This design comes from an exercise in tuning for small area, a short achievable clock period and few clock cycles per item on the open sky130 flow, not from production work.
Where RTL was checked, it was by simulation tests only, not by an equivalence proof against the original.
For run 1, only the layout was checked, not whether the RTL still works.

==> flow/design.v (outline; a module is shown in full before it is edited, if it fits) <==
// module pipelined_array_mult: 13415 lines
// module pam_fa: 10 lines
// module pam_ha: 9 lines
module pipelined_array_mult #(
  parameter int WIDTH  = 64,
  parameter int TAG_W  = 4
) (
  input  logic               clk,
  input  logic               rst,
  input  logic               in_valid,
  output logic               in_ready,
  input  logic               in_signed,
  input  logic [WIDTH-1:0]   A,
  input  logic [WIDTH-1:0]   B,
  input  logic [TAG_W-1:0]   in_tag,
  output logic               out_valid,
  input  logic               out_ready,
  output logic [2*WIDTH-1:0] out,
  output logic               out_signed,
  output logic [TAG_W-1:0]   out_tag
);
  // ...
==> flow/flow/run.sh <==
#!/bin/bash
# Own flow: the standard ORFS layout (standard.sh) with these changes:
# - repair_timing aims for a path delay well below the 13 ns clock (setup slack
#   margin), so that the achieved period improves; the SDC is the standard one;
# - ports are buffered with buf_2 instead of the default (a delay cell);
# - CTS inserts no dummy loads.
set -euo pipefail
export SETUP_SLACK_MARGIN=8.5
export BUFFER_PORTS_ARGS="-buffer_cell sky130_fd_sc_hd__buf_2"
export CTS_ARGS="-sink_clustering_enable -repair_clock_nets -dont_use_dummy_load"
bash standard.sh > standard.log 2>&1
==> flow/standard.sh <==
#!/bin/bash
# synth_recipe.tcl (not shown) runs the flow's synth.tcl, then flattens the netlist and writes it again
# the make line also repeats each setting of config.mk as NAME=value (left out here)
make -C /OpenROAD-flow-scripts/flow DESIGN_CONFIG=/design/flow/config.mk WORK_HOME=/design/flow/orfs CLKGATE_MAP_FILE= SYNTH_SCRIPT=/design/flow/synth_recipe.tcl "${@:-finish}"
==> flow/config.mk <==
export PLATFORM = sky130hd
export DESIGN_NAME = pipelined_array_mult
export DESIGN_NICKNAME = pipelined_array_mult
export VERILOG_FILES = /design/flow/design.v
export SDC_FILE = /design/flow/constraint.sdc
export NUM_CORES = 8
export LEC_CHECK = 0
export ABC_AREA = 1
export CAP_MARGIN = 20
export CORE_MARGIN = 2
export CORE_UTILIZATION = 45
export SLEW_MARGIN = 20
export SYNTH_HIERARCHICAL = 1
==> flow/constraint.sdc <==
create_clock -name core_clock -period 13.0 [get_ports {clk}]
set_input_delay 2.6000 -clock core_clock [delete_from_list [all_inputs] [get_ports {clk}]]
set_output_delay 2.6000 -clock core_clock [all_outputs]
set_load 0.01 [all_outputs]
==> flow_summary.json, run 1 <==
{
  "relSlewSlack_pct": 16.1,
  "synth_xor_area_share_pct": 17.0,
  "finalNonFillerCells": 13900,
  "fillers": 22800,
  "num_io_pins": 272,
  "route.met2.wl_um": 200000,
  "path_cells": "inv_4 > buf_8 > o22ai_1 > xor2_1 > fa_1 > fa_1 > fa_1 > fa_1 > fa_1",
  "cts_max_level": 3,
  "cts_buffers": 120,
  "rows": 184,
  "cp_slowest_cell": "fa_1",
  "finalMaxSlewViolations": 0,
  "inverters": 464,
  "firstDrtPassIters": 14,
  "die_y_um": 506,
  "cts_setup_buffers": 3,
  "drt_wl_total_um": 510000,
  "synth_top_family_by_area": "adder cells",
  "synth_cells": 11000,
  "clkLatencyLatePin_ps": 860,
  "final_cell_mix": "xor2_1, o22ai_1, fa_1",
  "slowest_delay_ps": 670,
  "status": "no timing/DRC/antenna violations"
}
==> run 2: changes to the inputs <==
--- a/flow/design.v
+++ b/flow/design.v
@@ -12065,254 +12065,135 @@
   pam_ha u_hs4145 (.a(r2_p[380]), .b(r2_p[381]), .s(hs4145), .co(hc4146));
   pam_fa u_fs4147 (.a(r2_p[382]), .b(r2_p[383]), .c(r2_p[384]), .s(fs4147), .co(fc4148));
   pam_ha u_hs4149 (.a(r2_p[385]), .b(r2_p[386]), .s(hs4149), .co(hc4150));
   pam_ha u_hs4151 (.a(r2_p[388]), .b(r2_p[389]), .s(hs4151), .co(hc4152));
   pam_ha u_hs4153 (.a(r2_p[392]), .b(r2_p[393]), .s(hs4153), .co(hc4154));
   pam_ha u_hs4155 (.a(r2_p[396]), .b(r2_p[397]), .s(hs4155), .co(hc4156));
   assign fin_a = {r2_p[407], r2_p[406], r2_p[404], r2_p[403], r2_p[401], r2_p[400], r2_p[399], r2_p[398], r2_p[395], r2_p[394], r2_p[391], r2_p[390], r2_p[387], hs4149, fs4147, hs4145, fs4143, hs4141, fs4139, hs4137, fs4135, hs4133, fs4131, fs4129, fs4127, fs4125, fs4123, fs4121, fs4119, fs4117, fs4115, fs4113, fs4111, fs4109, fs4107, fs4105, fs4103, fs4101, fs4099, fs4097, fs4095, fs4093, fs4091, fs4089, fs4087, fs4085, fs4083, fs4081, fs4079, fs4077, fs4075, fs4073, fs4071, fs4069, fs4067, fs4065, fs4063, fs4061, fs4059, fs4057, fs4055, fs4053, fs4051, fs4049, fs4047, fs4045, fs4043, fs4041, fs4039, fs4037, fs4035, fs4033, fs4031, fs4029, fs4027, fs4025, fs4023, fs4021, fs4019, fs4017, fs4015, fs4013, fs4011, fs4009, fs4007, fs4005, fs4003, fs4001, fs3999, fs3997, fs3995, fs3993, fs3991, fs3989, fs3987, fs3985, fs3983, fs3981, fs3979, fs3977, hs3975, hs3973, hs3971, hs3969, hs3967, hs3965, hs3963, hs3961, hs3959, hs3957, hs3955, hs3953, hs3951, hs3949, hs3947, hs3945, hs3943, hs3941, hs3939, hs3937, r2_p[10], r2_p[7], r2_p[6], r2_p[5], r2_p[4], r2_p[3], r2_p[2], r2_p[0]};
   assign fin_b = {r2_p[408], 1'b0, r2_p[405], 1'b0, r2_p[402], 1'b0, hc4156, hs4155, hc4154, hs4153, hc4152, hs4151, hc4150, fc4148, hc4146, fc4144, hc4142, fc4140, hc4138, fc4136, hc4134, fc4132, fc4130, fc4128, fc4126, fc4124, fc4122, fc4120, fc4118, fc4116, fc4114, fc4112, fc4110, fc4108, fc4106, fc4104, fc4102, fc4100, fc4098, fc4096, fc4094, fc4092, fc4090, fc4088, fc4086, fc4084, fc4082, fc4080, fc4078, fc4076, fc4074, fc4072, fc4070, fc4068, fc4066, fc4064, fc4062, fc4060, fc4058, fc4056, fc4054, fc4052, fc4050, fc4048, fc4046, fc4044, fc4042, fc4040, fc4038, fc4036, fc4034, fc4032, fc4030, fc4028, fc4026, fc4024, fc4022, fc4020, fc4018, fc4016, fc4014, fc4012, fc4010, fc4008, fc4006, fc4004, fc4002, fc4000, fc3998, fc3996, fc3994, fc3992, fc3990, fc3988, fc3986, fc3984, fc3982, fc3980, fc3978, hc3976, hc3974, hc3972, hc3970, hc3968, hc3966, hc3964, hc3962, hc3960, hc3958, hc3956, hc3954, hc3952, hc3950, hc3948, hc3946, hc3944, hc3942, hc3940, hc3938, hc3936, hs3935, 1'b0, 1'b0, 1'b0, 1'b0, 1'b0, 1'b0, r2_p[1]};
-  assign adg0_0 = r2_p[0] & r2_p[1];
-  assign adp0_0 = r2_p[0] ^ r2_p[1];
-  assign adg0_7 = r2_p[10] & hs3935;
-  assign adp0_7 = r2_p[10] ^ hs3935;
-  assign adg0_8 = hs3937 & hc3936;
-  assign adp0_8 = hs3937 ^ hc3936;
-  assign adg0_9 = hs3939 & hc3938;
-  assign adp0_9 = hs3939 ^ hc3938;
-  assign adg0_10 = hs3941 & hc3940;
-  assign adp0_10 = hs3941 ^ hc3940;
-  assign adg0_11 = hs3943 & hc3942;
-  assign adp0_11 = hs3943 ^ hc3942;
-  assign adg0_12 = hs3945 & hc3944;
-  assign adp0_12 = hs3945 ^ hc3944;
-  assign adg0_13 = hs3947 & hc3946;
-  assign adp0_13 = hs3947 ^ hc3946;
-  assign adg0_14 = hs3949 & hc3948;
-  assign adp0_14 = hs3949 ^ hc3948;
-  assign adg0_15 = hs3951 & hc3950;
-  assign adp0_15 = hs3951 ^ hc3950;
-  assign adg0_16 = hs3953 & hc3952;
-  assign adp0_16 = hs3953 ^ hc3952;
-  assign adg0_17 = hs3955 & hc3954;
-  assign adp0_17 = hs3955 ^ hc3954;
-  assign adg0_18 = hs3957 & hc3956;
-  assign adp0_18 = hs3957 ^ hc3956;
-  assign adg0_19 = hs3959 & hc3958;
-  assign adp0_19 = hs3959 ^ hc3958;
-  assign adg0_20 = hs3961 & hc3960;
-  assign adp0_20 = hs3961 ^ hc3960;
-  assign adg0_21 = hs3963 & hc3962;
-  assign adp0_21 = hs3963 ^ hc3962;
-  assign adg0_22 = hs3965 & hc3964;
-  assign adp0_22 = hs3965 ^ hc3964;
-  assign adg0_23 = hs3967 & hc3966;
-  assign adp0_23 = hs3967 ^ hc3966;
-  assign adg0_24 = hs3969 & hc3968;
-  assign adp0_24 = hs3969 ^ hc3968;
-  assign adg0_25 = hs3971 & hc3970;
-  assign adp0_25 = hs3971 ^ hc3970;
-  assign adg0_26 = hs3973 & hc3972;
-  assign adp0_26 = hs3973 ^ hc3972;
-  assign adg0_27 = hs3975 & hc3974;
-  assign adp0_27 = hs3975 ^ hc3974;
-  assign adg0_28 = fs3977 & hc3976;
-  assign adp0_28 = fs3977 ^ hc3976;
-  assign adg0_29 = fs3979 & fc3978;
-  assign adp0_29 = fs3979 ^ fc3978;
-  assign adg0_30 = fs3981 & fc3980;
-  assign adp0_30 = fs3981 ^ fc3980;
-  assign adg0_31 = fs3983 & fc3982;
-  assign adp0_31 = fs3983 ^ fc3982;
-  assign adg0_32 = fs3985 & fc3984;
-  assign adp0_32 = fs3985 ^ fc3984;
-  assign adg0_33 = fs3987 & fc3986;
-  assign adp0_33 = fs3987 ^ fc3986;
-  assign adg0_34 = fs3989 & fc3988;
-  assign adp0_34 = fs3989 ^ fc3988;
-  assign adg0_35 = fs3991 & fc3990;
-  assign adp0_35 = fs3991 ^ fc3990;
-  assign adg0_36 = fs3993 & fc3992;
-  assign adp0_36 = fs3993 ^ fc3992;
-  assign adg0_37 = fs3995 & fc3994;
-  assign adp0_37 = fs3995 ^ fc3994;
-  assign adg0_38 = fs3997 & fc3996;
-  assign adp0_38 = fs3997 ^ fc3996;
-  assign adg0_39 = fs3999 & fc3998;
-  assign adp0_39 = fs3999 ^ fc3998;
-  assign adg0_40 = fs4001 & fc4000;
-  assign adp0_40 = fs4001 ^ fc4000;
-  assign adg0_41 = fs4003 & fc4002;
-  assign adp0_41 = fs4003 ^ fc4002;
-  assign adg0_42 = fs4005 & fc4004;
-  assign adp0_42 = fs4005 ^ fc4004;
-  assign adg0_43 = fs4007 & fc4006;
-  assign adp0_43 = fs4007 ^ fc4006;
-  assign adg0_44 = fs4009 & fc4008;
-  assign adp0_44 = fs4009 ^ fc4008;
-  assign adg0_45 = fs4011 & fc4010;
-  assign adp0_45 = fs4011 ^ fc4010;
-  assign adg0_46 = fs4013 & fc4012;
-  assign adp0_46 = fs4013 ^ fc4012;
-  assign adg0_47 = fs4015 & fc4014;
-  assign adp0_47 = fs4015 ^ fc4014;
-  assign adg0_48 = fs4017 & fc4016;
-  assign adp0_48 = fs4017 ^ fc4016;
-  assign adg0_49 = fs4019 & fc4018;
-  assign adp0_49 = fs4019 ^ fc4018;
-  assign adg0_50 = fs4021 & fc4020;
-  assign adp0_50 = fs4021 ^ fc4020;
-  assign adg0_51 = fs4023 & fc4022;
-  assign adp0_51 = fs4023 ^ fc4022;
-  assign adg0_52 = fs4025 & fc4024;
-  assign adp0_52 = fs4025 ^ fc4024;
-  assign adg0_53 = fs4027 & fc4026;
-  assign adp0_53 = fs4027 ^ fc4026;
-  assign adg0_54 = fs4029 & fc4028;
-  assign adp0_54 = fs4029 ^ fc4028;
-  assign adg0_55 = fs4031 & fc4030;
-  assign adp0_55 = fs4031 ^ fc4030;
-  assign adg0_56 = fs4033 & fc4032;
-  assign adp0_56 = fs4033 ^ fc4032;
-  assign adg0_57 = fs4035 & fc4034;
-  assign adp0_57 = fs4035 ^ fc4034;
-  assign adg0_58 = fs4037 & fc4036;
-  assign adp0_58 = fs4037 ^ fc4036;
-  assign adg0_59 = fs4039 & fc4038;
-  assign adp0_59 = fs4039 ^ fc4038;
-  assign adg0_60 = fs4041 & fc4040;
-  assign adp0_60 = fs4041 ^ fc4040;
-  assign adg0_61 = fs4043 & fc4042;
-  assign adp0_61 = fs4043 ^ fc4042;
-  assign adg0_62 = fs4045 & fc4044;
-  assign adp0_62 = fs4045 ^ fc4044;
-  assign adg0_63 = fs4047 & fc4046;
-  assign adp0_63 = fs4047 ^ fc4046;
-  assign adg0_64 = fs4049 & fc4048;
-  assign adp0_64 = fs4049 ^ fc4048;
-  assign adg0_65 = fs4051 & fc4050;
-  assign adp0_65 = fs4051 ^ fc4050;
-  assign adg0_66 = fs4053 & fc4052;
-  assign adp0_66 = fs4053 ^ fc4052;
-  assign adg0_67 = fs4055 & fc4054;
-  assign adp0_67 = fs4055 ^ fc4054;
-  assign adg0_68 = fs4057 & fc4056;
-  assign adp0_68 = fs4057 ^ fc4056;
-  assign adg0_69 = fs4059 & fc4058;
-  assign adp0_69 = fs4059 ^ fc4058;
-  assign adg0_70 = fs4061 & fc4060;
-  assign adp0_70 = fs4061 ^ fc4060;
-  assign adg0_71 = fs4063 & fc4062;
-  assign adp0_71 = fs4063 ^ fc4062;
-  assign adg0_72 = fs4065 & fc4064;
-  assign adp0_72 = fs4065 ^ fc4064;
-  assign adg0_73 = fs4067 & fc4066;
-  assign adp0_73 = fs4067 ^ fc4066;
-  assign adg0_74 = fs4069 & fc4068;
-  assign adp0_74 = fs4069 ^ fc4068;
-  assign adg0_75 = fs4071 & fc4070;
-  assign adp0_75 = fs4071 ^ fc4070;
-  assign adg0_76 = fs4073 & fc4072;
-  assign adp0_76 = fs4073 ^ fc4072;
-  assign adg0_77 = fs4075 & fc4074;
-  assign adp0_77 = fs4075 ^ fc4074;
-  assign adg0_78 = fs4077 & fc4076;
-  assign adp0_78 = fs4077 ^ fc4076;
-  assign adg0_79 = fs4079 & fc4078;
-  assign adp0_79 = fs4079 ^ fc4078;
-  assign adg0_80 = fs4081 & fc4080;
-  assign adp0_80 = fs4081 ^ fc4080;
-  assign adg0_81 = fs4083 & fc4082;
-  assign adp0_81 = fs4083 ^ fc4082;
-  assign adg0_82 = fs4085 & fc4084;
-  assign adp0_82 = fs4085 ^ fc4084;
-  assign adg0_83 = fs4087 & fc4086;
-  assign adp0_83 = fs4087 ^ fc4086;
-  assign adg0_84 = fs4089 & fc4088;
-  assign adp0_84 = fs4089 ^ fc4088;
-  assign adg0_85 = fs4091 & fc4090;
-  assign adp0_85 = fs4091 ^ fc4090;
-  assign adg0_86 = fs4093 & fc4092;
-  assign adp0_86 = fs4093 ^ fc4092;
-  assign adg0_87 = fs4095 & fc4094;
-  assign adp0_87 = fs4095 ^ fc4094;
-  assign adg0_88 = fs4097 & fc4096;
-  assign adp0_88 = fs4097 ^ fc4096;
-  assign adg0_89 = fs4099 & fc4098;
-  assign adp0_89 = fs4099 ^ fc4098;
-  assign adg0_90 = fs4101 & fc4100;
-  assign adp0_90 = fs4101 ^ fc4100;
-  assign adg0_91 = fs4103 & fc4102;
-  assign adp0_91 = fs4103 ^ fc4102;
-  assign adg0_92 = fs4105 & fc4104;
-  assign adp0_92 = fs4105 ^ fc4104;
-  assign adg0_93 = fs4107 & fc4106;
-  assign adp0_93 = fs4107 ^ fc4106;
-  assign adg0_94 = fs4109 & fc4108;
-  assign adp0_94 = fs4109 ^ fc4108;
-  assign adg0_95 = fs4111 & fc4110;
-  assign adp0_95 = fs4111 ^ fc4110;
-  assign adg0_96 = fs4113 & fc4112;
-  assign adp0_96 = fs4113 ^ fc4112;
-  assign adg0_97 = fs4115 & fc4114;
-  assign adp0_97 = fs4115 ^ fc4114;
-  assign adg0_98 = fs4117 & fc4116;
-  assign adp0_98 = fs4117 ^ fc4116;
-  assign adg0_99 = fs4119 & fc4118;
-  assign adp0_99 = fs4119 ^ fc4118;
-  assign adg0_100 = fs4121 & fc4120;
-  assign adp0_100 = fs4121 ^ fc4120;
-  assign adg0_101 = fs4123 & fc4122;
-  assign adp0_101 = fs4123 ^ fc4122;
-  assign adg0_102 = fs4125 & fc4124;
-  assign adp0_102 = fs4125 ^ fc4124;
-  assign adg0_103 = fs4127 & fc4126;
-  assign adp0_103 = fs4127 ^ fc4126;
-  assign adg0_104 = fs4129 & fc4128;
-  assign adp0_104 = fs4129 ^ fc4128;
-  assign adg0_105 = fs4131 & fc4130;
-  assign adp0_105 = fs4131 ^ fc4130;
-  assign adg0_106 = hs4133 & fc4132;
-  assign adp0_106 = hs4133 ^ fc4132;
-  assign adg0_107 = fs4135 & hc4134;
-  assign adp0_107 = fs4135 ^ hc4134;
-  assign adg0_108 = hs4137 & fc4136;
-  assign adp0_108 = hs4137 ^ fc4136;
-  assign adg0_109 = fs4139 & hc4138;
-  assign adp0_109 = fs4139 ^ hc4138;
-  assign adg0_110 = hs4141 & fc4140;
-  assign adp0_110 = hs4141 ^ fc4140;
-  assign adg0_111 = fs4143 & hc4142;
-  assign adp0_111 = fs4143 ^ hc4142;
-  assign adg0_112 = hs4145 & fc4144;
-  assign adp0_112 = hs4145 ^ fc4144;
-  assign adg0_113 = fs4147 & hc4146;
-  assign adp0_113 = fs4147 ^ hc4146;
-  assign adg0_114 = hs4149 & fc4148;
-  assign adp0_114 = hs4149 ^ fc4148;
-  assign adg0_115 = r2_p[387] & hc4150;
-  assign adp0_115 = r2_p[387] ^ hc4150;
-  assign adg0_116 = r2_p[390] & hs4151;
-  assign adp0_116 = r2_p[390] ^ hs4151;
-  assign adg0_117 = r2_p[391] & hc4152;
-  assign adp0_117 = r2_p[391] ^ hc4152;
-  assign adg0_118 = r2_p[394] & hs4153;
-  assign adp0_118 = r2_p[394] ^ hs4153;
-  assign adg0_119 = r2_p[395] & hc4154;
-  assign adp0_119 = r2_p[395] ^ hc4154;
-  assign adg0_120 = r2_p[398] & hs4155;
-  assign adp0_120 = r2_p[398] ^ hs4155;
-  assign adg0_121 = r2_p[399] & hc4156;
-  assign adp0_121 = r2_p[399] ^ hc4156;
-  assign adg0_123 = r2_p[401] & r2_p[402];
-  assign adp0_123 = r2_p[401] ^ r2_p[402];
-  assign adg0_125 = r2_p[404] & r2_p[405];
-  assign adp0_125 = r2_p[404] ^ r2_p[405];
-  assign adg0_127 = r2_p[407] & r2_p[408];
-  assign adp0_127 = r2_p[407] ^ r2_p[408];
+  pam_ha u_adh0 (.a(r2_p[0]), .b(r2_p[1]), .s(adp0_0), .co(adg0_0));
+  pam_ha u_adh7 (.a(r2_p[10]), .b(hs3935), .s(adp0_7), .co(adg0_7));
+  pam_ha u_adh8 (.a(hs3937), .b(hc3936), .s(adp0_8), .co(adg0_8));
+  pam_ha u_adh9 (.a(hs3939), .b(hc3938), .s(adp0_9), .co(adg0_9));
+  pam_ha u_adh10 (.a(hs3941), .b(hc3940), .s(adp0_10), .co(adg0_10));
+  pam_ha u_adh11 (.a(hs3943), .b(hc3942), .s(adp0_11), .co(adg0_11));
+  pam_ha u_adh12 (.a(hs3945), .b(hc3944), .s(adp0_12), .co(adg0_12));
+  pam_ha u_adh13 (.a(hs3947), .b(hc3946), .s(adp0_13), .co(adg0_13));
+  pam_ha u_adh14 (.a(hs3949), .b(hc3948), .s(adp0_14), .co(adg0_14));
+  pam_ha u_adh15 (.a(hs3951), .b(hc3950), .s(adp0_15), .co(adg0_15));
+  pam_ha u_adh16 (.a(hs3953), .b(hc3952), .s(adp0_16), .co(adg0_16));
+  pam_ha u_adh17 (.a(hs3955), .b(hc3954), .s(adp0_17), .co(adg0_17));
+  pam_ha u_adh18 (.a(hs3957), .b(hc3956), .s(adp0_18), .co(adg0_18));
+  pam_ha u_adh19 (.a(hs3959), .b(hc3958), .s(adp0_19), .co(adg0_19));
+  pam_ha u_adh20 (.a(hs3961), .b(hc3960), .s(adp0_20), .co(adg0_20));
+  pam_ha u_adh21 (.a(hs3963), .b(hc3962), .s(adp0_21), .co(adg0_21));
+  pam_ha u_adh22 (.a(hs3965), .b(hc3964), .s(adp0_22), .co(adg0_22));
+  pam_ha u_adh23 (.a(hs3967), .b(hc3966), .s(adp0_23), .co(adg0_23));
+  pam_ha u_adh24 (.a(hs3969), .b(hc3968), .s(adp0_24), .co(adg0_24));
+  pam_ha u_adh25 (.a(hs3971), .b(hc3970), .s(adp0_25), .co(adg0_25));
+  pam_ha u_adh26 (.a(hs3973), .b(hc3972), .s(adp0_26), .co(adg0_26));
+  pam_ha u_adh27 (.a(hs3975), .b(hc3974), .s(adp0_27), .co(adg0_27));
+  pam_ha u_adh28 (.a(fs3977), .b(hc3976), .s(adp0_28), .co(adg0_28));
+  pam_ha u_adh29 (.a(fs3979), .b(fc3978), .s(adp0_29), .co(adg0_29));
+  pam_ha u_adh30 (.a(fs3981), .b(fc3980), .s(adp0_30), .co(adg0_30));
+  pam_ha u_adh31 (.a(fs3983), .b(fc3982), .s(adp0_31), .co(adg0_31));
+  pam_ha u_adh32 (.a(fs3985), .b(fc3984), .s(adp0_32), .co(adg0_32));
+  pam_ha u_adh33 (.a(fs3987), .b(fc3986), .s(adp0_33), .co(adg0_33));
+  pam_ha u_adh34 (.a(fs3989), .b(fc3988), .s(adp0_34), .co(adg0_34));
+  pam_ha u_adh35 (.a(fs3991), .b(fc3990), .s(adp0_35), .co(adg0_35));
+  pam_ha u_adh36 (.a(fs3993), .b(fc3992), .s(adp0_36), .co(adg0_36));
+  pam_ha u_adh37 (.a(fs3995), .b(fc3994), .s(adp0_37), .co(adg0_37));
+  pam_ha u_adh38 (.a(fs3997), .b(fc3996), .s(adp0_38), .co(adg0_38));
+  pam_ha u_adh39 (.a(fs3999), .b(fc3998), .s(adp0_39), .co(adg0_39));
+  pam_ha u_adh40 (.a(fs4001), .b(fc4000), .s(adp0_40), .co(adg0_40));
+  pam_ha u_adh41 (.a(fs4003), .b(fc4002), .s(adp0_41), .co(adg0_41));
+  pam_ha u_adh42 (.a(fs4005), .b(fc4004), .s(adp0_42), .co(adg0_42));
+  pam_ha u_adh43 (.a(fs4007), .b(fc4006), .s(adp0_43), .co(adg0_43));
+  pam_ha u_adh44 (.a(fs4009), .b(fc4008), .s(adp0_44), .co(adg0_44));
+  pam_ha u_adh45 (.a(fs4011), .b(fc4010), .s(adp0_45), .co(adg0_45));
+  pam_ha u_adh46 (.a(fs4013), .b(fc4012), .s(adp0_46), .co(adg0_46));
+  pam_ha u_adh47 (.a(fs4015), .b(fc4014), .s(adp0_47), .co(adg0_47));
+  pam_ha u_adh48 (.a(fs4017), .b(fc4016), .s(adp0_48), .co(adg0_48));
+  pam_ha u_adh49 (.a(fs4019), .b(fc4018), .s(adp0_49), .co(adg0_49));
+  pam_ha u_adh50 (.a(fs4021), .b(fc4020), .s(adp0_50), .co(adg0_50));
+  pam_ha u_adh51 (.a(fs4023), .b(fc4022), .s(adp0_51), .co(adg0_51));
+  pam_ha u_adh52 (.a(fs4025), .b(fc4024), .s(adp0_52), .co(adg0_52));
+  pam_ha u_adh53 (.a(fs4027), .b(fc4026), .s(adp0_53), .co(adg0_53));
+  pam_ha u_adh54 (.a(fs4029), .b(fc4028), .s(adp0_54), .co(adg0_54));
+  pam_ha u_adh55 (.a(fs4031), .b(fc4030), .s(adp0_55), .co(adg0_55));
+  pam_ha u_adh56 (.a(fs4033), .b(fc4032), .s(adp0_56), .co(adg0_56));
+  pam_ha u_adh57 (.a(fs4035), .b(fc4034), .s(adp0_57), .co(adg0_57));
+  pam_ha u_adh58 (.a(fs4037), .b(fc4036), .s(adp0_58), .co(adg0_58));
+  pam_ha u_adh59 (.a(fs4039), .b(fc4038), .s(adp0_59), .co(adg0_59));
+  pam_ha u_adh60 (.a(fs4041), .b(fc4040), .s(adp0_60), .co(adg0_60));
+  pam_ha u_adh61 (.a(fs4043), .b(fc4042), .s(adp0_61), .co(adg0_61));
+  pam_ha u_adh62 (.a(fs4045), .b(fc4044), .s(adp0_62), .co(adg0_62));
+  pam_ha u_adh63 (.a(fs4047), .b(fc4046), .s(adp0_63), .co(adg0_63));
+  pam_ha u_adh64 (.a(fs4049), .b(fc4048), .s(adp0_64), .co(adg0_64));
+  pam_ha u_adh65 (.a(fs4051), .b(fc4050), .s(adp0_65), .co(adg0_65));
+  pam_ha u_adh66 (.a(fs4053), .b(fc4052), .s(adp0_66), .co(adg0_66));
+  pam_ha u_adh67 (.a(fs4055), .b(fc4054), .s(adp0_67), .co(adg0_67));
+  pam_ha u_adh68 (.a(fs4057), .b(fc4056), .s(adp0_68), .co(adg0_68));
+  pam_ha u_adh69 (.a(fs4059), .b(fc4058), .s(adp0_69), .co(adg0_69));
+  pam_ha u_adh70 (.a(fs4061), .b(fc4060), .s(adp0_70), .co(adg0_70));
+  pam_ha u_adh71 (.a(fs4063), .b(fc4062), .s(adp0_71), .co(adg0_71));
+  pam_ha u_adh72 (.a(fs4065), .b(fc4064), .s(adp0_72), .co(adg0_72));
+  pam_ha u_adh73 (.a(fs4067), .b(fc4066), .s(adp0_73), .co(adg0_73));
+  pam_ha u_adh74 (.a(fs4069), .b(fc4068), .s(adp0_74), .co(adg0_74));
+  pam_ha u_adh75 (.a(fs4071), .b(fc4070), .s(adp0_75), .co(adg0_75));
+  pam_ha u_adh76 (.a(fs4073), .b(fc4072), .s(adp0_76), .co(adg0_76));
+  pam_ha u_adh77 (.a(fs4075), .b(fc4074), .s(adp0_77), .co(adg0_77));
+  pam_ha u_adh78 (.a(fs4077), .b(fc4076), .s(adp0_78), .co(adg0_78));
+  pam_ha u_adh79 (.a(fs4079), .b(fc4078), .s(adp0_79), .co(adg0_79));
+  pam_ha u_adh80 (.a(fs4081), .b(fc4080), .s(adp0_80), .co(adg0_80));
+  pam_ha u_adh81 (.a(fs4083), .b(fc4082), .s(adp0_81), .co(adg0_81));
+  pam_ha u_adh82 (.a(fs4085), .b(fc4084), .s(adp0_82), .co(adg0_82));
+  pam_ha u_adh83 (.a(fs4087), .b(fc4086), .s(adp0_83), .co(adg0_83));
+  pam_ha u_adh84 (.a(fs4089), .b(fc4088), .s(adp0_84), .co(adg0_84));
+  pam_ha u_adh85 (.a(fs4091), .b(fc4090), .s(adp0_85), .co(adg0_85));
+  pam_ha u_adh86 (.a(fs4093), .b(fc4092), .s(adp0_86), .co(adg0_86));
+  pam_ha u_adh87 (.a(fs4095), .b(fc4094), .s(adp0_87), .co(adg0_87));
+  pam_ha u_adh88 (.a(fs4097), .b(fc4096), .s(adp0_88), .co(adg0_88));
+  pam_ha u_adh89 (.a(fs4099), .b(fc4098), .s(adp0_89), .co(adg0_89));
+  pam_ha u_adh90 (.a(fs4101), .b(fc4100), .s(adp0_90), .co(adg0_90));
+  pam_ha u_adh91 (.a(fs4103), .b(fc4102), .s(adp0_91), .co(adg0_91));
+  pam_ha u_adh92 (.a(fs4105), .b(fc4104), .s(adp0_92), .co(adg0_92));
+  pam_ha u_adh93 (.a(fs4107), .b(fc4106), .s(adp0_93), .co(adg0_93));
+  pam_ha u_adh94 (.a(fs4109), .b(fc4108), .s(adp0_94), .co(adg0_94));
+  pam_ha u_adh95 (.a(fs4111), .b(fc4110), .s(adp0_95), .co(adg0_95));
+  pam_ha u_adh96 (.a(fs4113), .b(fc4112), .s(adp0_96), .co(adg0_96));
+  pam_ha u_adh97 (.a(fs4115), .b(fc4114), .s(adp0_97), .co(adg0_97));
+  pam_ha u_adh98 (.a(fs4117), .b(fc4116), .s(adp0_98), .co(adg0_98));
+  pam_ha u_adh99 (.a(fs4119), .b(fc4118), .s(adp0_99), .co(adg0_99));
+  pam_ha u_adh100 (.a(fs4121), .b(fc4120), .s(adp0_100), .co(adg0_100));
+  pam_ha u_adh101 (.a(fs4123), .b(fc4122), .s(adp0_101), .co(adg0_101));
+  pam_ha u_adh102 (.a(fs4125), .b(fc4124), .s(adp0_102), .co(adg0_102));
+  pam_ha u_adh103 (.a(fs4127), .b(fc4126), .s(adp0_103), .co(adg0_103));
+  pam_ha u_adh104 (.a(fs4129), .b(fc4128), .s(adp0_104), .co(adg0_104));
+  pam_ha u_adh105 (.a(fs4131), .b(fc4130), .s(adp0_105), .co(adg0_105));
+  pam_ha u_adh106 (.a(hs4133), .b(fc4132), .s(adp0_106), .co(adg0_106));
+  pam_ha u_adh107 (.a(fs4135), .b(hc4134), .s(adp0_107), .co(adg0_107));
+  pam_ha u_adh108 (.a(hs4137), .b(fc4136), .s(adp0_108), .co(adg0_108));
+  pam_ha u_adh109 (.a(fs4139), .b(hc4138), .s(adp0_109), .co(adg0_109));
+  pam_ha u_adh110 (.a(hs4141), .b(fc4140), .s(adp0_110), .co(adg0_110));
+  pam_ha u_adh111 (.a(fs4143), .b(hc4142), .s(adp0_111), .co(adg0_111));
+  pam_ha u_adh112 (.a(hs4145), .b(fc4144), .s(adp0_112), .co(adg0_112));
+  pam_ha u_adh113 (.a(fs4147), .b(hc4146), .s(adp0_113), .co(adg0_113));
+  pam_ha u_adh114 (.a(hs4149), .b(fc4148), .s(adp0_114), .co(adg0_114));
+  pam_ha u_adh115 (.a(r2_p[387]), .b(hc4150), .s(adp0_115), .co(adg0_115));
+  pam_ha u_adh116 (.a(r2_p[390]), .b(hs4151), .s(adp0_116), .co(adg0_116));
+  pam_ha u_adh117 (.a(r2_p[391]), .b(hc4152), .s(adp0_117), .co(adg0_117));
+  pam_ha u_adh118 (.a(r2_p[394]), .b(hs4153), .s(adp0_118), .co(adg0_118));
+  pam_ha u_adh119 (.a(r2_p[395]), .b(hc4154), .s(adp0_119), .co(adg0_119));
+  pam_ha u_adh120 (.a(r2_p[398]), .b(hs4155), .s(adp0_120), .co(adg0_120));
+  pam_ha u_adh121 (.a(r2_p[399]), .b(hc4156), .s(adp0_121), .co(adg0_121));
+  pam_ha u_adh123 (.a(r2_p[401]), .b(r2_p[402]), .s(adp0_123), .co(adg0_123));
+  pam_ha u_adh125 (.a(r2_p[404]), .b(r2_p[405]), .s(adp0_125), .co(adg0_125));
+  pam_ha u_adh127 (.a(r2_p[407]), .b(r2_p[408]), .s(adp0_127), .co(adg0_127));
   assign adg1_1 = r2_p[2] & adg0_0;
   assign adq1_1 = r2_p[2] & adp0_0;
   assign adq1_3 = r2_p[4] & r2_p[3];
   assign adq1_5 = r2_p[6] & r2_p[5];
   assign adq1_7 = adp0_7 & r2_p[7];
   assign adg1_9 = adg0_9 | (adp0_9 & adg0_8);
   assign adq1_9 = adp0_9 & adp0_8;
   assign adg1_11 = adg0_11 | (adp0_11 & adg0_10);
--- a/flow/config.mk
+++ b/flow/config.mk
@@ -4,10 +4,12 @@
 export VERILOG_FILES = /design/flow/design.v
 export SDC_FILE = /design/flow/constraint.sdc
 export NUM_CORES = 8
 export LEC_CHECK = 0
 export ABC_AREA = 1
 export CAP_MARGIN = 20
 export CORE_MARGIN = 2
 export CORE_UTILIZATION = 45
+export CTS_BUF_LIST = sky130_fd_sc_hd__clkbuf_4 sky130_fd_sc_hd__clkbuf_8 sky130_fd_sc_hd__clkbuf_16
+export CTS_CLUSTER_SIZE = 30
 export SLEW_MARGIN = 20
 export SYNTH_HIERARCHICAL = 1
==> run 2 against run 1 <==
  * Still clean on timing, DRC and antenna
  * Clock skew up 9.7 ps
  * Global-route usage up 0.62 points
  * Synthesized area down 0.26%
  * Sequential share of layout area about the same
  * Highest routed layer unchanged
==> flow_summary.json, run 2 <==
{
  "cts_root_buf": "clkbuf_16",
  "dieArea_um2": 255000,
  "cts_buffers": 119,
  "yosysWarnings": 7,
  "fmax_mhz": 216,
  "clk_pin_slew_ps": 60,
  "synth_flop_cell": "dfxtp_1",
  "max-cap-violations": 0,
  "start_kind": "flip-flop",
  "die_w_um": 505,
  "synth_cells": 11000,
  "fin_worst_skew_ps": 130,
  "cts_max_level": 3,
  "num_io_pins": 272,
  "gr-total-overflow": 0,
  "final_util_pct": 48.5,
  "async_reset_ff_share_pct": 0.709,
  "synth_edf_count": 433,
  "wl_per_cell_um": 37.1,
  "dpl.hpwl_um": 314000,
  "yosysSeqAreaShare_pct": 21.3,
  "largest_register": "r2_p",
  "syn2layout_area_growth_pct": 7.63,
  "vias": 99800,
  "yosys-top-cells-area": "fa_1, xor2_1, edfxtp_1",
  "drive_gt1_share_pct": 8.20,
  "r2r-start": "r1_a[18]",
  "cp.arrival_ps": 5350,
  "clk_path_buf_depth": 3,
  "design.core.area_um2": 251000,
  "largest_register_ffs": 409,
  "rows": 184,
  "clkLatencyLatePin_ps": 870,
  "route.met2.wl_um": 200000,
  "firstDrtPassIters": 14,
  "met3_wirelength_um": 89000,
  "path_max_fanout": 53,
  "yosysTopAreaCell": "fa_1",
  "syn_area_um2": 113000,
  "cp-startpoint": "r1_a[18]",
  "first_global_vias": 103000,
  "rsz0062_at_grt": "yes",
  "worst_slew_pin_slew_ps": 1340,
  "syn_area_per_cell_um2": 10.3,
  "grt_usage_pct": 39.4,
  "layout_commonest_cell": "xor2_1",
  "die_y_um": 505,
  "synth-seq-cells": 987,
  "dp.cells": 13700,
  "cts_hold_buf": 0,
  "pre_cts_slack_ps": 7610,
  "setup_slack_ps": 8360,
  "worst_setup_path_end_kind": "flip-flop",
  "numClockSinks": 987,
  "drc_errors": 0,
  "drtAntennaViolNets": 0,
  "finalCritPeriodShare_pct": 35.7,
  "synth.distinct_cells": 43,
  "start_util_pct": 45.1,
  "grt_max_degree": 75,
  "finalSetupViolCount": 0,
  "drt-initial-drc-count": 17800,
  "relSlewSlack_pct": 10.3,
  "finalSetupTns_ps": 0,
  "finalNonFillerCells": 13900,
  "crit_type": "reg -> reg",
  "hold_viol": 0,
  "io_buffers": 271,
  "worstHoldPathType": "reg -> reg",
  "synthTopCellsByCount": "xor2_1, o22ai_1, fa_1",
  "antenna_found_initial": 19,
  "min_from": "r1_tag[3]",
  "avgViaCountPerCell": 7.19,
  "highest_layer": "met5",
  "fin_nets": 12900,
  "final_cell_mix": "xor2_1, o22ai_1, fa_1",
  "crit_required_ps": 13720,
  "cts_tree": "yes",
  "fillers": 22600,
  "wl_met1_um": 175000,
  "grt_pass1_wl_um": 729000,
  "gp_congestion": 1.02,
  "status": "no timing/DRC/antenna violations",
  "period_minus_slack_ps": 4640,
  "drt_wl_total_um": 515000,
  "synth_top_area_share_pct": 35.3,
  "finalMaxSlewViolations": 0,
  "yosysMostFrequentCell": "xor2_1"
}
==> run 2: cells by family (layout without fill, tap and decap cells) <==
logic type,after synthesis,after routing,share of synthesized area [%]
AOI/OAI and AO/OA,2338,2338,12.7
adders and majority gates,2204,2204,37.6
xor gates and xnor gates,2199,2199,17.0
and+or+nand+nor,1667,1667,6.06
buffers and inverters,1568,1088,5.25
DFF,987,987,21.3
other,1,57,0.00332
==> run 2: timing repair <==
| action | in CTS | in global routing |
|---|---|---|
| setup buffers | 9 | 6 |
| endpoints found under the setup margin | 434 | 319 |
| pin swaps | 4 | 3 |
| resized for setup | 275 | 295 |
| cloned | 1 | 4 |
==> run 2: area by class of cell <==
type	count	area (um2)	area share, %
diodes	25	62.6	0.0514
multi-input cells	8440	83500	68.6
well taps	3348	4190	3.44
repair buffers	517	4650	3.82
flip-flops and latches	987	24100	19.8
clock buffers	119	2980	2.45
inverters	452	2180	1.79
==> run 2: worst paths after layout <==
path                             end  slack [ps]  cells after the start
min                        r2_tag[3]         340                      0
min in group asynchronous         ov        1660                      2
max                        r2_p[143]        8360                      9
min reg2reg                r2_tag[3]         340                      0
max reg2reg                r2_p[143]        8360                      9
max in group asynchronous        v3n       11060                      2
==> run 2: layer usage <==
layer	GRT usage, %	up-vias
met5	3.72	-
met4	26.7	57
met3	21.4	3928
met2	53.5	10900
met1	47.1	48800
li1	-	36100
==> run 2: critical path, stage by stage (launching register included) <==
cell and delay (ps):
edfxtp_1 590, inv_4 260, buf_8 550, o22ai_1 230, xor2_1 320, fa_1 510, fa_1 500, fa_1 410
fa_1 440, fa_1 660
==> run 2: metrics by stage <==
stage	hold slack, ps	cell area (um2)
global placement	330	116000
detailed placement	335	116000
floorplan	323	113000
global route	368	122000
finish	345	122000
CTS	348	121000
==> run 2: modules after synthesis (local to each module, per instance) <==
module                area, um2  flops+latches  copies in the design  cells inside
pipelined_array_mult      70600            987                     1          8767
pam_fa                     20.0              0                  1992             1
pam_ha                     12.5              0                   205             1
Testbench counts of run 2, summed over its fixed seeds: cycles 1,036, items 1,024.
==> run 3: changes to the inputs <==
==> flow/flow/run.sh (replaced) <==
#!/bin/bash
# Own flow: the standard ORFS layout (standard.sh) with these changes:
# - repair_timing aims for a path delay well below the 13 ns clock (setup slack
#   margin), so that the achieved period improves; the SDC is the standard one;
# - ports are buffered with buf_2 instead of the default (a delay cell);
# - CTS inserts no dummy loads;
# - global placement weights the timing-critical nets more.
set -euo pipefail
export SETUP_SLACK_MARGIN=8.5
export BUFFER_PORTS_ARGS="-buffer_cell sky130_fd_sc_hd__buf_2"
export CTS_ARGS="-sink_clustering_enable -repair_clock_nets -dont_use_dummy_load"
export GLOBAL_PLACEMENT_ARGS="-timing_driven_net_weight_max 5 -timing_driven_nets_percentage 20"
bash standard.sh > standard.log 2>&1
--- a/flow/config.mk
+++ b/flow/config.mk
@@ -9,7 +9,5 @@
 export CAP_MARGIN = 20
 export CORE_MARGIN = 2
 export CORE_UTILIZATION = 45
-export CTS_BUF_LIST = sky130_fd_sc_hd__clkbuf_4 sky130_fd_sc_hd__clkbuf_8 sky130_fd_sc_hd__clkbuf_16
-export CTS_CLUSTER_SIZE = 30
 export SLEW_MARGIN = 20
 export SYNTH_HIERARCHICAL = 1
==> run 3 against run 2 <==
  * Cell count is 0.14% lower
  * Utilization down 0.12 points
  * Via count decreased by 0.17%
  * Critical path type unchanged
  * Largest cell class unchanged
  * Highest routed layer unchanged
==> flow_summary.json, run 3 <==
{
  "cts_hold_buf": 0,
  "yosysTopAreaCell": "fa_1",
  "period_minus_slack_ps": 4620,
  "die_y_um": 505,
  "cts_max_level": 3,
  "synth_top_area_share_pct": 35.3,
  "gp_congestion": 1.05,
  "synth-seq-cells": 987,
  "start_kind": "flip-flop",
  "start_util_pct": 45.1,
  "first_global_vias": 103000,
  "drt-initial-drc-count": 17900,
  "yosys-top-cells-area": "fa_1, xor2_1, edfxtp_1",
  "worstHoldPathType": "reg -> reg",
  "finalSetupTns_ps": 0,
  "syn_area_per_cell_um2": 10.3,
  "relSlewSlack_pct": 14.8,
  "cts_buffers": 118,
  "path_max_fanout": 40,
  "cts_tree": "yes",
  "finalMaxSlewViolations": 0,
  "grt_usage_pct": 39.8,
  "worst_slew_pin_slew_ps": 1270,
  "worst_setup_path_end_kind": "flip-flop",
  "dieArea_um2": 255000,
  "drive_gt1_share_pct": 7.89,
  "async_reset_ff_share_pct": 0.709,
  "crit_type": "reg -> reg",
  "design.core.area_um2": 251000,
  "grt_pass1_wl_um": 736000,
  "synth_flop_cell": "dfxtp_1",
  "cts_root_buf": "clkbuf_16",
  "whs_ps": 346,
  "largest_register": "r2_p",
  "synthTopCellsByCount": "xor2_1, o22ai_1, fa_1",
  "rsz0062_at_grt": "no",
  "synth_edf_count": 433,
  "rows": 184,
  "crit_required_ps": 13690,
  "clkLatencyLatePin_ps": 880,
  "cp.arrival_ps": 5310,
  "clk_pin_slew_ps": 60,
  "finalSetupViolCount": 0,
  "drt_wl_total_um": 521000,
  "drtAntennaViolNets": 0,
  "wl_per_cell_um": 37.6,
  "yosysMostFrequentCell": "xor2_1",
  "grt_max_degree": 82,
  "synth_cells": 11000,
  "fin_nets": 12800,
  "yosysSeqAreaShare_pct": 21.3,
  "synth.distinct_cells": 43,
  "vias": 99700,
  "dpl.hpwl_um": 317000,
  "firstDrtPassIters": 14,
  "avgViaCountPerCell": 7.19,
  "die_w_um": 505,
  "final_cell_mix": "xor2_1, o22ai_1, fa_1",
  "antenna_found_initial": 16,
  "gr-total-overflow": 0,
  "syn_area_um2": 113000,
  "max-cap-violations": 0,
  "r2r_setup_slack_ps": 8380,
  "num_io_pins": 272,
  "status": "no timing/DRC/antenna violations",
  "hold_viol": 0,
  "numClockSinks": 987,
  "syn2layout_area_growth_pct": 7.37,
  "finalCritPeriodShare_pct": 35.5,
  "fin_worst_skew_ps": 104,
  "yosysWarnings": 7,
  "clk_path_buf_depth": 3,
  "largest_register_ffs": 409,
  "io_buffers": 271,
  "fillers": 22700,
  "drc_errors": 0,
  "fmax_mhz": 217,
  "layout_commonest_cell": "xor2_1"
}
==> run 3: cell counts after synthesis <==
Identical to the previous run, type by type.
==> run 3: kinds of logic after synthesis <==
group | after synthesis | share of synthesized area, %
AO/OA/AOI/OAI | 2338 | 12.7
buffers and inverters | 1568 | 5.25
XOR/XNOR | 2199 | 17.0
flip-flops | 987 | 21.3
adder cells (fa/ha/maj) | 2204 | 37.6
AND/OR/NAND/NOR | 1667 | 6.06
other | 1 | 0.00332
==> run 3: per-module statistics from Yosys (local to each module, per instance) <==
module,cell area (um2),cells,copies in the design,flops+latches
pipelined_array_mult,70600,8767,1,987
pam_fa,20.0,1,1992,0
pam_ha,12.5,1,205,0
==> run 3: per-layer routing <==
layer / track usage [%] / wire [um]
met5: 3.34 / 1360
met4: 26.2 / 47700
met3: 22.4 / 91300
met2: 53.8 / 202000
met1: 47.9 / 179000
==> run 3: stage by stage <==
step / utilization, % / cell area (um2) / setup slack (ps) / std cells
detailed placement: 46.5 / 116000 / 7800 / 13700
global route: 48.4 / 121000 / 8490 / 13900
CTS: 48.0 / 120000 / 8500 / 13800
floorplan: - / 113000 / 8300 / 11000
global placement: 46.5 / 116000 / 7830 / 13700
finish: 48.4 / 121000 / 8380 / 13900
==> run 3: path summary, 6_finish.rpt <==
path | startpoint | end | cells after the start
max reg2reg | r1_bn[14] | r2_p[327] | 8
min in group asynchronous | rst | v1 | 2
min | r1_tag[0] | r2_tag[0] | 0
max | r1_bn[14] | r2_p[327] | 8
min reg2reg | r1_tag[0] | r2_tag[0] | 0
max in group asynchronous | rst | v3n | 2
==> run 3: cell type report <==
cell class	instances	area [um2]	area share (%)
inverter	452	2160	1.78
clock buffer	118	2950	2.43
sequential	987	24100	19.9
antenna	16	40.0	0.0330
timing repair buffer	506	4540	3.74
multi-input combinational	8441	83400	68.7
tap	3348	4190	3.45
==> run 3: what timing repair did <==
action,in CTS,in global routing
pin swaps,3,6
gates cloned,0,2
resized for setup,252,290
endpoints found under the setup margin,428,305
buffers inserted,10,6
==> run 3: critical path, cell delays in order (launching register included) <==
cell,delay (ps)
edfxtp_1,340
buf_6,450
buf_8,560
xor2_1,510
fa_1,580
fa_1,510
fa_1,510
fa_1,420
fa_1,440
==> run 4: changes to the inputs <==
==> flow/flow/run.sh (replaced) <==
#!/bin/bash
# Own flow: the standard ORFS layout (standard.sh) with these changes:
# - repair_timing aims for a path delay well below the 13 ns clock (setup slack
#   margin), so that the achieved period improves; the SDC is the standard one;
# - ports are buffered with buf_2 instead of the default (a delay cell);
# - CTS inserts no dummy loads, and may use smaller clock buffers;
# - global placement weights the timing-critical nets more.
set -euo pipefail
export SETUP_SLACK_MARGIN=8.5
export BUFFER_PORTS_ARGS="-buffer_cell sky130_fd_sc_hd__buf_2"
export CTS_ARGS="-sink_clustering_enable -repair_clock_nets -dont_use_dummy_load -buf_list {sky130_fd_sc_hd__clkbuf_4 sky130_fd_sc_hd__clkbuf_8 sky130_fd_sc_hd__clkbuf_16} -sink_clustering_size 24 -sink_clustering_max_diameter 120"
export GLOBAL_PLACEMENT_ARGS="-timing_driven_net_weight_max 5 -timing_driven_nets_percentage 20"
bash standard.sh > standard.log 2>&1
==> run 4 against run 3 <==
  * Highest routed layer unchanged
  * Still clean on timing, DRC and antenna
  * Utilization decreased by 0.58 points
  * Clock skew increased by 23 ps
  * Via count down 0.70%
  * Sequential share of layout area is 0.24 points higher
==> flow_summary.json, run 4 <==
{
  "setup_slack_ps": 8380,
  "slowest_delay_ps": 900,
  "yosysMostFrequentCell": "xor2_1",
  "fin_area_um2": 120000,
  "rsz0062_at_grt": "yes",
  "largest_register_ffs": 409,
  "clk_pin_slew_ps": 90,
  "synth_cells": 11000,
  "wl_per_cell_um": 37.6,
  "syn_area_per_cell_um2": 10.3,
  "antenna_found_initial": 19,
  "regArea_um2": 24100,
  "yosysTopAreaCell": "fa_1",
  "synth_edf_count": 433,
  "clk_path_buf_depth": 3,
  "synth.distinct_cells": 43,
  "gp_congestion": 1.05,
  "async_reset_ff_share_pct": 0.709,
  "worst_setup_path_end_kind": "flip-flop",
  "cts_tree": "yes",
  "first_global_vias": 103000,
  "drive_gt1_share_pct": 7.40,
  "drt_wl_total_um": 519000,
  "vias": 99000,
  "grt_pass1_wl_um": 732000,
  "die_y_um": 505,
  "design.core.area_um2": 251000,
  "clkLatencyLatePin_ps": 800,
  "pre_cts_slack_ps": 7800,
  "yosys-top-cells-area": "fa_1, xor2_1, edfxtp_1",
  "grt_usage_pct": 39.5,
  "grt_max_degree": 82,
  "dpl.hpwl_um": 317000,
  "start_util_pct": 45.1,
  "worst_slew_pin_slew_ps": 1250,
  "synth_top_area_share_pct": 35.3,
  "cts_buffers": 54,
  "firstDrtPassIters": 13,
  "gr-total-overflow": 0,
  "syn_area_um2": 113000,
  "numClockSinks": 987,
  "final_util_pct": 47.8,
  "largest_register": "r2_p",
  "fmax_mhz": 216,
  "fillers": 22800,
  "cts_max_level": 2,
  "relSlewSlack_pct": 15.9,
  "path_cells": "buf_4 > buf_4 > nand2_1 > xnor2_1 > fa_1 > fa_1 > fa_1 > fa_1",
  "cp.arrival_ps": 5300,
  "start_kind": "flip-flop",
  "die_w_um": 505,
  "drt-initial-drc-count": 17600,
  "crit_type": "reg -> reg",
  "yosysSeqAreaShare_pct": 21.3,
  "place_area_um2": 116000,
  "finalCritPeriodShare_pct": 35.6,
  "status": "no timing/DRC/antenna violations",
  "cp_slowest_cell": "xnor2_1",
  "path_max_fanout": 23,
  "fin_nets": 12800,
  "finalSetupTns_ps": 0,
  "final_cell_mix": "xor2_1, o22ai_1, fa_1",
  "hold_viol": 0,
  "max-cap-violations": 0,
  "fin_worst_skew_ps": 126,
  "dieArea_um2": 255000,
  "multi_input_area_um2": 83400,
  "num_io_pins": 272,
  "cts_root_buf": "clkbuf_16",
  "drtAntennaViolNets": 0,
  "yosysWarnings": 7,
  "layout_commonest_cell": "xor2_1",
  "drc_errors": 0,
  "period_minus_slack_ps": 4620,
  "avgViaCountPerCell": 7.16,
  "finalMaxSlewViolations": 0,
  "synth_flop_cell": "dfxtp_1",
  "io_buffers": 271,
  "synthTopCellsByCount": "xor2_1, o22ai_1, fa_1",
  "cp_common_cell": "fa_1",
  "rows": 184,
  "synth-seq-cells": 987,
  "finalSetupViolCount": 0,
  "syn2layout_area_growth_pct": 6.07,
  "worstHoldPathType": "reg -> reg",
  "crit_required_ps": 13670
}
## run 4: cell count changes in the layout (fill, tap and decap cells not counted), sizes merged
| cell | change |
|---|---|
| inv | -1 |
| diode | -1 |
| bufinv | +2 |
| buf | +7 |
| clkinv | -1 |
| clkbuf | -62 |
## run 4: modules after synthesis, one instance, submodules excluded
| module | copies in the design | cells inside | cell area, um2 | flip-flops and latches |
|---|---|---|---|---|
| pipelined_array_mult | 1 | 8767 | 70600 | 987 |
| pam_fa | 1992 | 1 | 20.0 | 0 |
| pam_ha | 205 | 1 | 12.5 | 0 |
## run 4: repair_timing
item / 4_1_cts / 5_1_grt
gates cloned: 0 / 5
pin swaps: 3 / 8
setup endpoints to repair: 437 / 325
gates resized for setup: 252 / 304
setup buffers: 12 / 10
hold buffers: 0 / 0
## run 4: routing by layer
metal | track usage [%] | vias to the layer above | routed length [um]
met5 | 3.36 | - | 1110
met4 | 25.6 | 49 | 47300
met3 | 21.4 | 3638 | 91100
met2 | 53.5 | 10800 | 201000
met1 | 48.0 | 48500 | 178000
li1 | - | 35900 | -
## run 4: cells by family (layout without fill, tap and decap cells)
family	after synthesis	count (layout)	share of synthesized area [%]
compound gates	2338	2338	12.7
simple gates	1667	1668	6.06
xor+xnor	2199	2199	17.0
fa+ha+maj	2204	2204	37.6
other cells	1	47	0.00332
flops	987	987	21.3
buf+inv	1568	1021	5.25
## run 4: metrics by stage
stage,cells,hold slack (ps)
after floorplan,11000,323
after global placement,13700,325
after detailed placement,13700,334
after CTS,13800,355
after global routing,13800,359
final,13800,351
## run 4: final cells by class
type,instances,area share [%]
diodes,15,0.0313
multi-input cells,8441,69.5
repair buffers,515,3.88
inverters,452,1.83
well taps,3348,3.49
clock buffers,54,1.13
flip-flops and latches,987,20.1
## run 4: path summary, 6_finish.rpt
check / endpoint / slack [ps] / depth (start not counted) / startpoint
min in group asynchronous: v1 / 1720 / 2 / rst
worst max-delay path: r2_p[163] / 8380 / 8 / r1_a[0]
worst min-delay path: r2_tag[1] / 350 / 0 / r1_tag[1]
worst min register to register: r2_tag[1] / 350 / 0 / r1_tag[1]
max in group asynchronous: rdy / 11010 / 2 / rst
worst max register to register: r2_p[163] / 8380 / 8 / r1_a[0]
## run 4: critical path: cells and delay by family (launching register included)
family        cells  cell delay [ps]
xor+xnor          1              900
buf+inv           2              940
flops             1              360
fa+ha+maj         4             2070
simple gates      1              190
==> run 5: changes to the inputs <==
--- a/flow/flow/run.sh
+++ b/flow/flow/run.sh
@@ -6,7 +6,7 @@
 # - CTS inserts no dummy loads, and may use smaller clock buffers;
 # - global placement weights the timing-critical nets more.
 set -euo pipefail
-export SETUP_SLACK_MARGIN=8.5
+export SETUP_SLACK_MARGIN=8.65
 export BUFFER_PORTS_ARGS="-buffer_cell sky130_fd_sc_hd__buf_2"
 export CTS_ARGS="-sink_clustering_enable -repair_clock_nets -dont_use_dummy_load -buf_list {sky130_fd_sc_hd__clkbuf_4 sky130_fd_sc_hd__clkbuf_8 sky130_fd_sc_hd__clkbuf_16} -sink_clustering_size 24 -sink_clustering_max_diameter 120"
 export GLOBAL_PLACEMENT_ARGS="-timing_driven_net_weight_max 5 -timing_driven_nets_percentage 20"
==> run 5 against run 4 <==
  * Register-to-register slack better by 130 ps
  * Sequential share of layout area down 0.34 points
  * Die area unchanged
  * Global-route usage up 0.15 points
  * Cell count is 0.31% higher
  * Clock-buffer cell count is the same
  * Critical path type unchanged
  * Largest cell class unchanged
  * Via count increased by 0.80%
==> flow_summary.json, run 5 <==
{
  "yosysWarnings": 7,
  "final_util_pct": 48.7,
  "drtAntennaViolNets": 0,
  "synth_top_area_share_pct": 35.3,
  "gp_congestion": 1.05,
  "period_minus_slack_ps": 4490,
  "grt_max_degree": 82,
  "cts_tree": "yes",
  "finalMaxSlewViolations": 0,
  "fmax_mhz": 223,
  "cts_buffers": 54,
  "drt_wl_total_um": 527000,
  "num_io_pins": 272,
  "gr-total-overflow": 0,
  "io_buffers": 271,
  "setup_slack_ps": 8510,
  "firstDrtPassIters": 17,
  "place_area_um2": 116000,
  "yosys-top-cells-area": "fa_1, xor2_1, edfxtp_1",
  "rows": 184,
  "hold_viol": 0,
  "worstHoldPathType": "reg -> reg",
  "syn_area_um2": 113000,
  "start_kind": "flip-flop",
  "dieArea_um2": 255000,
  "start_util_pct": 45.1,
  "final_cell_mix": "xor2_1, o22ai_1, fa_1",
  "die_y_um": 505,
  "clk_pin_slew_ps": 100,
  "worst_slew_pin_slew_ps": 1250,
  "finalCritPeriodShare_pct": 34.5,
  "worst_setup_path_end_kind": "flip-flop",
  "cts_max_level": 2,
  "grt_usage_pct": 39.7,
  "synth_top_family_by_area": "adder cells",
  "synth-seq-cells": 987,
  "grt_pass1_wl_um": 734000,
  "yosysTopAreaCell": "fa_1",
  "largest_register": "r2_p",
  "rsz0062_at_grt": "yes",
  "vias": 99700,
  "wl_per_cell_um": 38.0,
  "synthTopCellsByCount": "xor2_1, o22ai_1, fa_1",
  "synthMuxAreaShare_pct": 0,
  "async_reset_ff_share_pct": 0.709,
  "drive_gt1_share_pct": 8.21,
  "path_max_fanout": 3,
  "dpl.hpwl_um": 317000,
  "crit_required_ps": 13560,
  "die_w_um": 505,
  "fin_nets": 12800,
  "syn_area_per_cell_um2": 10.3,
  "layout_commonest_cell": "xor2_1",
  "yosysSeqAreaShare_pct": 21.3,
  "synthAdderAreaFrac_pct": 37.6,
  "relSlewSlack_pct": 16.5,
  "synth_cells": 11000,
  "max-cap-violations": 0,
  "drc_errors": 0,
  "synth_edf_count": 433,
  "finalSetupTns_ps": 0,
  "synthSimpleGateAreaFrac_pct": 6.06,
  "status": "no timing/DRC/antenna violations",
  "clk_path_buf_depth": 3,
  "yosysMostFrequentCell": "xor2_1",
  "clkLatencyLatePin_ps": 810,
  "antenna_found_initial": 20,
  "syn2layout_area_growth_pct": 7.90,
  "synth.distinct_cells": 43,
  "first_global_vias": 103000,
  "cp.arrival_ps": 5060,
  "finalSetupViolCount": 0,
  "fin_area_um2": 122000,
  "drt-initial-drc-count": 18900,
  "synth_flop_cell": "dfxtp_1",
  "cts_root_buf": "clkbuf_16",
  "synth_xor_area_share_pct": 17.0,
  "crit_type": "reg -> reg",
  "synth-compound-area-share_pct": 12.7,
  "pre_cts_slack_ps": 7800,
  "fin_worst_skew_ps": 134,
  "avgViaCountPerCell": 7.20,
  "largest_register_ffs": 409,
  "design.core.area_um2": 251000,
  "numClockSinks": 987
}
run 5: cell counts after synthesis:
No cell type changed its count.
run 5: logic make-up (layout without fill, tap and decap cells):
family	after synthesis	in the layout
AOI/OAI and AO/OA	2338	2338
xor gates and xnor gates	2199	2199
adders and majority gates	2204	2204
buffers and inverters	1568	1061
DFF	987	987
other	1	51
and+or+nand+nor	1667	1667
run 5: per-layer routing:
metal	global-route usage (%)	share of wire [%]	up-vias
met1	48.0	34	49100
met4	25.8	9.4	48
met3	21.8	17	3640
met5	4.17	0.29	-
li1	-	-	36000
met2	53.6	39	10900
run 5: worst paths after layout:
path	from	endpoint	slack, ps	cells after the start
max	r1_bo[11]	r2_p[310]	8510	7
min	r1_tag[1]	r2_tag[1]	350	0
max reg2reg	r1_bo[11]	r2_p[310]	8510	7
min reg2reg	r1_tag[1]	r2_tag[1]	350	0
max in group asynchronous	rst	rdy	11010	2
min in group asynchronous	rst	q1	1720	2
run 5: through the flow:
stage	instances	hold slack (ps)
floorplan	11000	323
global placement	13700	325
detailed placement	13700	334
CTS	13800	355
global route	13800	359
finish	13900	351
run 5: per-module statistics from Yosys (local to each module, per instance):
| module | copies in the design | cells inside |
|---|---|---|
| pam_ha | 205 | 1 |
| pipelined_array_mult | 1 | 8767 |
| pam_fa | 1992 | 1 |
run 5: area by class of cell:
type	instances	area, um2
fillers	22600	129000
inverters	452	2590
repair buffers	553	5990
diodes	19	47.5
clock buffers	54	1350
well taps	3348	4190
multi-input cells	8440	83700
flip-flops and latches	987	24100
repair inverters	2	17.5
run 5: repair_timing:
action / 4_1_cts / 5_1_grt
buffers inserted: 14 / 31
endpoints found under the setup margin: 486 / 355
hold buffers: 0 / 0
pin swaps: 3 / 21
cloned: 2 / 19
resized for setup: 446 / 423
run 5: worst max-delay path: stages, from the launching register on:
cell and delay (ps):
edfxtp_1 530, o21ai_1 930, xor2_1 320, fa_1 650, fa_1 450, fa_1 440, fa_1 460, fa_1 470
==> run 6: changes to the inputs <==
--- a/flow/flow/run.sh
+++ b/flow/flow/run.sh
@@ -6,7 +6,7 @@
 # - CTS inserts no dummy loads, and may use smaller clock buffers;
 # - global placement weights the timing-critical nets more.
 set -euo pipefail
-export SETUP_SLACK_MARGIN=8.65
+export SETUP_SLACK_MARGIN=8.7
 export BUFFER_PORTS_ARGS="-buffer_cell sky130_fd_sc_hd__buf_2"
 export CTS_ARGS="-sink_clustering_enable -repair_clock_nets -dont_use_dummy_load -buf_list {sky130_fd_sc_hd__clkbuf_4 sky130_fd_sc_hd__clkbuf_8 sky130_fd_sc_hd__clkbuf_16} -sink_clustering_size 24 -sink_clustering_max_diameter 120"
 export GLOBAL_PLACEMENT_ARGS="-timing_driven_net_weight_max 5 -timing_driven_nets_percentage 20"
==> run 6 against run 5 <==
  * Global-route usage is 0.16 points higher
  * Critical path depth is 2 higher
  * Hold slack about the same
  * Clock skew is 8.6 ps lower
  * Cell area is 1.0% higher
  * Worst setup slack better by 37 ps
  * Still clean on timing, DRC and antenna
  * Critical endpoint is now r2_p[131]
  * Cell count grew 0.38%
  * Non-clock buffer count up 28
  * Clock-buffer cell count did not move
  * Routed wire length is 2.1% higher
==> flow_summary.json, run 6 <==
{
  "synth-seq-cells": 987,
  "drive_gt1_share_pct": 8.82,
  "grt_pass1_wl_um": 736000,
  "yosys-top-cells-area": "fa_1, xor2_1, edfxtp_1",
  "hold_viol": 0,
  "finalSetupTns_ps": 0,
  "largest_register": "r2_p",
  "synth_top_family_by_area": "adder cells",
  "cp_common_cell": "fa_1",
  "wl_per_cell_um": 38.7,
  "firstDrtPassIters": 17,
  "crit_type": "reg -> reg",
  "cts_tree": "yes",
  "yosysTopAreaCell": "fa_1",
  "worst_setup_path_end_kind": "flip-flop",
  "antenna_found_initial": 24,
  "route.met2.wl_um": 204000,
  "path_max_fanout": 37,
  "rsz0062_at_grt": "yes",
  "synthTopCellsByCount": "xor2_1, o22ai_1, fa_1",
  "final_cell_mix": "xor2_1, o22ai_1, fa_1",
  "gp_congestion": 1.05,
  "numClockSinks": 987,
  "io_buffers": 271,
  "crit_required_ps": 13610,
  "finalMaxSlewViolations": 0,
  "fmax_mhz": 225,
  "syn_area_per_cell_um2": 10.3,
  "finalSetupViolCount": 0,
  "worst_slew_pin_slew_ps": 1160,
  "status": "no timing/DRC/antenna violations",
  "critPathBufInv": 2,
  "yosysMostFrequentCell": "xor2_1",
  "first_global_vias": 103000,
  "design.core.area_um2": 251000,
  "synth_edf_count": 433,
  "wl_met1_um": 182000,
  "dieArea_um2": 255000,
  "final_util_pct": 49.1,
  "worstHoldPathType": "reg -> reg",
  "async_reset_ff_share_pct": 0.709,
  "syn2layout_area_growth_pct": 8.97,
  "drt-initial-drc-count": 19700,
  "grt_max_degree": 82,
  "yosysWarnings": 7,
  "dpl.hpwl_um": 317000,
  "largest_register_ffs": 409
}
==> run 6: cell counts after synthesis <==
Identical to the previous run, type by type.
==> run 6: repair_timing <==
| action | in CTS | in global routing |
|---|---|---|
| setup endpoints to repair | 501 | 356 |
| setup buffers | 16 | 43 |
| hold buffers | 0 | 0 |
| resized for setup | 551 | 444 |
| pin swaps | 6 | 35 |
| gates cloned | 6 | 34 |
==> run 6: path summary, 6_finish.rpt <==
check	startpoint	endpoint	slack (ps)	cells past startpoint
worst max-delay path	r1_a[38]	r2_p[131]	8550	9
worst min-delay path	r1_tag[1]	r2_tag[1]	350	0
worst max register to register	r1_a[38]	r2_p[131]	8550	9
worst min register to register	r1_tag[1]	r2_tag[1]	350	0
max in group asynchronous	rst	rdy	11020	2
min in group asynchronous	rst	q1	1710	2
==> run 6: through the flow <==
step           instances  area (um2)  hold slack, ps  setup slack [ps]
2_1_floorplan      11000      113000             323              8300
3_3_place_gp       13700      116000             325              7830
6_report           13900      123000             351              8550
4_1_cts            13800      120000             355              8700
5_1_grt            13900      123000             359              8630
3_5_place_dp       13700      116000             334              7800
==> run 6: cell families after synthesis <==
group,Yosys count
xor+xnor,2199
fa+ha+maj,2204
compound gates,2338
simple gates,1667
buf+inv,1568
other cells,1
flops,987
==> run 6: final cells by class <==
type | count | area share (%)
antenna | 38 | 0.0772
timing repair buffer | 581 | 5.47
inverter | 452 | 2.29
tap | 3348 | 3.40
timing repair inverter | 7 | 0.0498
clock buffer | 54 | 1.10
sequential | 987 | 19.6
multi-input combinational | 8440 | 68.0
==> run 6: per-module statistics from Yosys (local to each module, per instance) <==
module	cells inside	cell area [um2]
pam_ha	1	12.5
pipelined_array_mult	8767	70600
pam_fa	1	20.0
==> run 6: routing by layer <==
metal / global-route usage [%] / vias to the layer above
met5: 4.35 / -
met4: 26.7 / 71
met3: 21.6 / 4163
met2: 53.8 / 11600
met1: 48.1 / 50100
li1: - / 36200
==> run 6: worst reg2reg max path, stage by stage (launching register included) <==
cell,delay (ps)
edfxtp_1,490
clkinv_8,240
buf_16,300
o22ai_1,450
xor2_1,270
fa_1,490
fa_1,510
fa_1,460
fa_1,500
fa_1,550

[afterwards: timing with drivers on the ports]
No port has a modelled driver above. Below, the same layouts with a new extraction and two added sets of constraints. Step 1 (the two cells are an assumption about what drives the block):
set clk [get_ports {clk}]
set_driving_cell -lib_cell sky130_fd_sc_hd__clkbuf_16 $clk
set_driving_cell -lib_cell sky130_fd_sc_hd__buf_2 [delete_from_list [all_inputs] $clk]
Step 2 times the ports against the registers' clock, not the clock port: input delays grow and output delays shrink by t, the midpoint of the rising clock arrivals with the driver on. Slacks: no drivers / after step 1 / after step 2; pairs: no drivers / after step 1.
| run | t, ns | setup WS [ns] | worst hold slack (ns) | worst setup path at the end | cell pins on the clock port's net |
|---|---|---|---|---|---|
| run 1 | 0.918 | 8.374 / 8.374 / 8.368 | 0.341 / 0.341 / 0.341 | input to register | 1 |
| run 2 | 0.909 | 8.365 / 8.365 / 8.365 | 0.345 / 0.345 / 0.345 | register to register | 1 |
| run 3 | 0.941 | 8.384 / 8.384 / 8.355 | 0.346 / 0.346 / 0.346 | input to register | 1 |
| run 4 | 0.851 | 8.376 / 8.376 / 8.376 | 0.351 / 0.351 / 0.351 | register to register | 1 |
| run 5 | 0.854 | 8.509 / 8.509 / 8.394 | 0.351 / 0.351 / 0.351 | input to register | 1 |
| run 6 | 0.862 | 8.546 / 8.546 / 8.395 | 0.351 / 0.351 / 0.351 | input to register | 1 |
After both steps setup and hold are still met in every run listed. The setup slack of run 6, which loses most, moves by 0.000 ns with the drivers and by -0.151 ns with both steps.
